Background: an optimization exercise with open tools, aiming at small area and a short achievable clock period. Do not read the settings as production practice. Only simulation tests tie the RTL to the original design; equivalence was not proved.

==> flow/design.v (excerpt) <==
module ex_stage (
  input  logic              clk,
  input  logic              rst_n,
  input  ex_pkg::alu_op_e   alu_operator_i,
  input  ex_pkg::word_t     alu_operand_a_i,
  input  ex_pkg::word_t     alu_operand_b_i,
  input  ex_pkg::word_t     alu_operand_c_i,
  input  logic              alu_en_i,
  input  ex_pkg::mul_op_e   mult_operator_i,
  input  ex_pkg::word_t     mult_operand_a_i,
  input  ex_pkg::word_t     mult_operand_b_i,
  input  ex_pkg::word_t     mult_operand_c_i,
  input  logic              mult_en_i,
  input  logic              csr_access_i,
  input  ex_pkg::word_t     csr_rdata_i,
  input  logic              branch_in_ex_i,
  input  ex_pkg::reg_addr_t regfile_alu_waddr_i,
  input  logic              regfile_alu_we_i,
  input  ex_pkg::reg_addr_t regfile_waddr_i,
  input  logic              regfile_we_i,
  input  logic              lsu_en_i,
  input  ex_pkg::word_t     lsu_rdata_i,
  input  logic              lsu_ready_ex_i,
  input  logic              lsu_err_i,
  input  logic              wb_ready_i,
  output ex_pkg::reg_addr_t regfile_alu_waddr_fw_o,
  output logic              regfile_alu_we_fw_o,
  output ex_pkg::word_t     regfile_alu_wdata_fw_o,
  output ex_pkg::reg_addr_t regfile_waddr_wb_o,
  output logic              regfile_we_wb_o,
  output ex_pkg::word_t     regfile_wdata_wb_o,
  output ex_pkg::word_t     jump_target_o,
  output logic              branch_decision_o,
  output logic              mult_multicycle_o,
  output logic              ex_ready_o,
  output logic              ex_valid_o
);
Size in the first run: roughly 400 I/O pins, about 32000 sq um of cells after synthesis.
export LEC_CHECK = 0
export ABC_AREA = 1
export CAP_MARGIN = 20
export CORE_MARGIN = 2
export CORE_UTILIZATION = 40
export SETUP_SLACK_MARGIN = 3.25
export SLEW_MARGIN = 20
export SYNTH_HIERARCHICAL = 1
create_clock -name core_clock -period 15.0 [get_ports {clk}]
standard.sh (not shown) runs the stock make flow with config.mk's settings and CLKGATE_MAP_FILE= SYNTH_SCRIPT=/design/flow/synth_recipe.tcl, a recipe that flattens the netlist after the stock synthesis.
==> flow/flow/run.sh <==
#!/bin/bash
# The standard layout, with two changes to how it is made:
# - the port buffers are plain buffers (sky130_fd_sc_hd__buf_1) instead of the delay
#   cell buffer_ports picks by itself;
# - the buffers synthesis put in are taken out at floorplan (REMOVE_ABC_BUFFERS), and
#   the resizer buffers the nets again where timing and slew need it.
set -euo pipefail
export BUFFER_PORTS_ARGS="-buffer_cell sky130_fd_sc_hd__buf_1"
export REMOVE_ABC_BUFFERS=1
bash standard.sh > standard.log 2>&1
==> next run, changes <==
==> flow/flow/run.sh (replaced) <==
#!/bin/bash
# The standard layout, with the port buffers built from plain buffers
# (sky130_fd_sc_hd__buf_2) instead of the delay cell buffer_ports picks by itself.
set -euo pipefail
export BUFFER_PORTS_ARGS="-buffer_cell sky130_fd_sc_hd__buf_2"
bash standard.sh > standard.log 2>&1
CORE_UTILIZATION = 65   (was 40)
SETUP_SLACK_MARGIN = 3   (was 3.25)
Result: Global-route usage grows by 20 points; wire length shrinks by 0.90%; final cell count shrinks by 8.5%.
==> next run, changes <==
==> flow/flow/run.sh (replaced) <==
#!/bin/bash
# The standard layout, with two changes to how it is made:
# - the port buffers are plain buffers (sky130_fd_sc_hd__buf_2) instead of the delay
#   cell buffer_ports picks by itself;
# - the buffers synthesis put in are taken out at floorplan (REMOVE_ABC_BUFFERS), and
#   the resizer buffers the nets again where timing and slew need it.
set -euo pipefail
export BUFFER_PORTS_ARGS="-buffer_cell sky130_fd_sc_hd__buf_2"
export REMOVE_ABC_BUFFERS=1
bash standard.sh > standard.log 2>&1
CORE_UTILIZATION = 40   (was 65)
SETUP_SLACK_MARGIN = 3.25   (was 3)
What happened: The new run ran to the end with no violations. Setup slack is better by 350 ps. Synthesized cell count stays the same. Routed wire length rose by 0.68%. Design area increases by 3.7%. Fmax rises by 3.0%. Core utilization went down by 25 points. Via count falls by 6.5%.
==> next run, changes <==
==> flow/flow/run.sh (replaced) <==
#!/bin/bash
# The standard layout, with two changes to how it is made:
# - the port buffers are plain buffers (sky130_fd_sc_hd__buf_1) instead of the delay
#   cell buffer_ports picks by itself;
# - the buffers synthesis put in are taken out at floorplan (REMOVE_ABC_BUFFERS), and
#   the resizer buffers the nets again where timing and slew need it;
# - after global route the resizer downsizes gates off the critical paths (RECOVER_POWER).
set -euo pipefail
export BUFFER_PORTS_ARGS="-buffer_cell sky130_fd_sc_hd__buf_1"
export REMOVE_ABC_BUFFERS=1
export RECOVER_POWER=100
bash standard.sh > standard.log 2>&1
Effect: This time the run reached the layout checks and failed them: capacitance limit, slew limit. Via count goes up by 0.51%. Critical path depth goes down by 5. Die area does not change. Global-route usage goes up by 0.29 points.
==> next run, changes <==
--- a/flow/flow/run.sh
+++ b/flow/flow/run.sh
@@ -11 +11 @@
-export RECOVER_POWER=100
+export RECOVER_POWER=30
Result:
- The new run reached the layout checks and failed them: capacitance limit, slew limit
- final area is about the same
- global-route usage does not change
- count of clock-buffer cells in the layout is unchanged
- sequential share of layout area barely changes
- first-iteration DRC count drops by 1.5%
- worst setup slack gains 640 ps
- routed wire length is about the same
- hold slack is about the same
- non-clock buffer count does not change
==> next run, changes <==
==> flow/flow/run.sh (replaced) <==
#!/bin/bash
# The standard layout, with the port buffers built from plain buffers
# (sky130_fd_sc_hd__buf_2) instead of the delay cell buffer_ports picks by itself.
set -euo pipefail
export BUFFER_PORTS_ARGS="-buffer_cell sky130_fd_sc_hd__buf_2"
bash standard.sh > standard.log 2>&1
SETUP_SLACK_MARGIN = 4   (was 3.25)
This time the run completed without violations.
Non-clock buffer count is higher by 100.
Sequential share of layout area is lower by 0.26 points.
Count of clock-buffer cells in the layout stays the same.
Die area is unchanged.
Clock skew is about the same.
Critical path depth is lower by 4.
Setup slack is better by 180 ps.
Core utilization is higher by 3.7 points.

* * *

== wip/indigo ==
Starting RTL as in the previous note.
==> flow/config.mk <==
export PLATFORM = sky130hd
export DESIGN_NAME = ex_stage
export DESIGN_NICKNAME = ex_stage
export VERILOG_FILES = /design/flow/design.v
export SDC_FILE = /design/flow/constraint.sdc
export NUM_CORES = 4
export LEC_CHECK = 0
export ABC_AREA = 1
export CAP_MARGIN = 20
export CORE_MARGIN = 2
export CORE_UTILIZATION = 40
export SETUP_SLACK_MARGIN = 3
export SLEW_MARGIN = 20
export SYNTH_HIERARCHICAL = 1
==> flow/constraint.sdc <==
create_clock -name core_clock -period 15.0 [get_ports {clk}]
set_input_delay 3.0000 -clock core_clock [delete_from_list [all_inputs] [get_ports {clk}]]
set_output_delay 3.0000 -clock core_clock [all_outputs]
set_load 0.01 [all_outputs]
==> flow/flow/run.sh <==
#!/bin/bash
# The standard layout, with the port buffers built from plain buffers
# (sky130_fd_sc_hd__buf_2) instead of the delay cell buffer_ports picks by itself.
set -euo pipefail
export BUFFER_PORTS_ARGS="-buffer_cell sky130_fd_sc_hd__buf_2"
bash standard.sh > standard.log 2>&1
wip/indigo: no failed stages, no open violations at the end
> inputs changed (wip/indigo -> wip/onyx)
Settings: PLACE_DENSITY now 0.8, previously not set.
Results
- No stage failed in wip/onyx, and the final checks on the layout all came back clean.
- Looking at standard cell with the maximum stage delay on the critical path, the inv_1 result is from wip/onyx; the nand2_1 one comes from wip/indigo.
- [compare] base=wip/indigo new=wip/onyx: worst setup timing slack at the placement stage was more or less identical; global-route track usage on met3 higher; final wirelength fell about 3.5%.
- The global-route usage over all layers number comes out higher for wip/indigo vs wip/onyx.
- Going from wip/indigo to wip/onyx, growth of design area from synthesis to finish shrinks by 0.47 points.
Modified inputs, wip/cedar compared to wip/onyx
Settings: a change of SETUP_SLACK_MARGIN from 3 to 3.5; a deleted PLACE_DENSITY that had been 0.8.
Findings:
- wip/cedar did not stop at any stage, and its layout met the timing, design-rule and antenna checks.
- Going from wip/onyx to wip/cedar, number of global-route vias before repair saw a decrease, number of inserted diodes went down by 7.
- The run showing the greater critical path depth is wip/onyx.
- wip/cedar against wip/onyx: routed wire length increased 7.1%, final cell count increased about 1.2%, fraction of the cycle the final worst path needs decreased 3.0 points, total global-route track usage increased 1.6 points.
- Compared with wip/onyx, in wip/cedar pre-CTS setup slack roughly the same, setup slack shows an increase of 0.45 ns.

* * *

ex_stage again, from the RTL that the note above started with.
Settings: LEC_CHECK=0, ABC_AREA=1, CAP_MARGIN=20, CORE_MARGIN=2, CORE_UTILIZATION=40, SETUP_SLACK_MARGIN=3, SLEW_MARGIN=20, SYNTH_HIERARCHICAL=1; clock period 15.0 ns.
==> flow/flow/run.sh <==
#!/bin/bash
# The standard layout, with two changes to how it is made:
# - the port buffers are plain buffers (sky130_fd_sc_hd__buf_2) instead of the delay
#   cell buffer_ports picks by itself;
# - the buffers synthesis put in are taken out at floorplan (REMOVE_ABC_BUFFERS), and
#   the resizer buffers the nets again where timing and slew need it.
set -euo pipefail
export BUFFER_PORTS_ARGS="-buffer_cell sky130_fd_sc_hd__buf_2"
export REMOVE_ABC_BUFFERS=1
bash standard.sh > standard.log 2>&1
The first run ran to the end with no violations.
Next try:
--- a/flow/flow/run.sh
+++ b/flow/flow/run.sh
@@ -3 +3 @@
-# - the port buffers are plain buffers (sky130_fd_sc_hd__buf_2) instead of the delay
+# - the port buffers are plain buffers (sky130_fd_sc_hd__buf_1) instead of the delay
@@ -8 +8 @@
-export BUFFER_PORTS_ARGS="-buffer_cell sky130_fd_sc_hd__buf_2"
+export BUFFER_PORTS_ARGS="-buffer_cell sky130_fd_sc_hd__buf_1"
Result: Wire length is about the same; setup slack loses 0.047 ns; clock skew came out lower by 0.0038 ns; fmax goes down by 0.39%; synthesized cell count stays the same; clock-buffer cell count stays the same.

[what the ideal ports hide]
No port has a modelled driver above. Below, the same layouts with a new extraction and two added sets of constraints. Step 1: set_driving_cell puts a clkbuf_16 on clk and a buf_2 on each other input, an assumption about the parent block. Step 2 moves the port delays by t, midway between the first and last clock arrival at a register: inputs arrive t later, outputs are due t later. That takes back most of the time a late clock gives input paths. Three values: ideal, step 1, step 2; two values: the first two.
| run | t (ns) | setup WS [ns] | worst setup path at the end | latest minus earliest clock arrival (ns) | worst register clock-pin slew, ns |
|---|---|---|---|---|---|
| the first run of note 1 | 0.319 | 3.380 / 3.334 / 3.334 | input to output | 0.013 / 0.012 | 0.07 / 0.07 |
| the second run of note 1 | 0.332 | 3.068 / 3.030 / 3.030 | input to output | 0.008 / 0.008 | 0.06 / 0.06 |
| the third run of note 1 | 0.324 | 3.417 / 3.375 / 3.375 | input to output | 0.013 / 0.013 | 0.07 / 0.07 |
| the fourth run of note 1 | 0.321 | 2.734 / 2.707 / 2.707 | input to output | 0.011 / 0.011 | 0.07 / 0.07 |
| the fifth run of note 1 | 0.321 | 3.371 / 3.332 / 3.332 | input to output | 0.011 / 0.012 | 0.07 / 0.07 |
| the sixth run of note 1 | 0.323 | 3.555 / 3.484 / 3.484 | input to output | 0.006 / 0.006 | 0.06 / 0.06 |
| wip/indigo | 0.329 | 3.177 / 3.153 / 3.153 | input to output | 0.007 / 0.007 | 0.06 / 0.06 |
| wip/onyx | 0.353 | 3.102 / 3.066 / 3.066 | input to output | 0.025 / 0.025 | 0.10 / 0.10 |
| wip/cedar | 0.326 | 3.553 / 3.526 / 3.526 | input to output | 0.007 / 0.007 | 0.06 / 0.06 |
| the first run of note 3 | 0.325 | 3.160 / 3.137 / 3.137 | input to output | 0.013 / 0.013 | 0.07 / 0.07 |
| the second run of note 3 | 0.322 | 3.113 / 3.080 / 3.080 | input to output | 0.013 / 0.013 | 0.07 / 0.07 |
For the sixth run of note 1, which loses most, drivers alone change the setup slack by -0.071 ns; drivers and shift together by -0.071 ns.
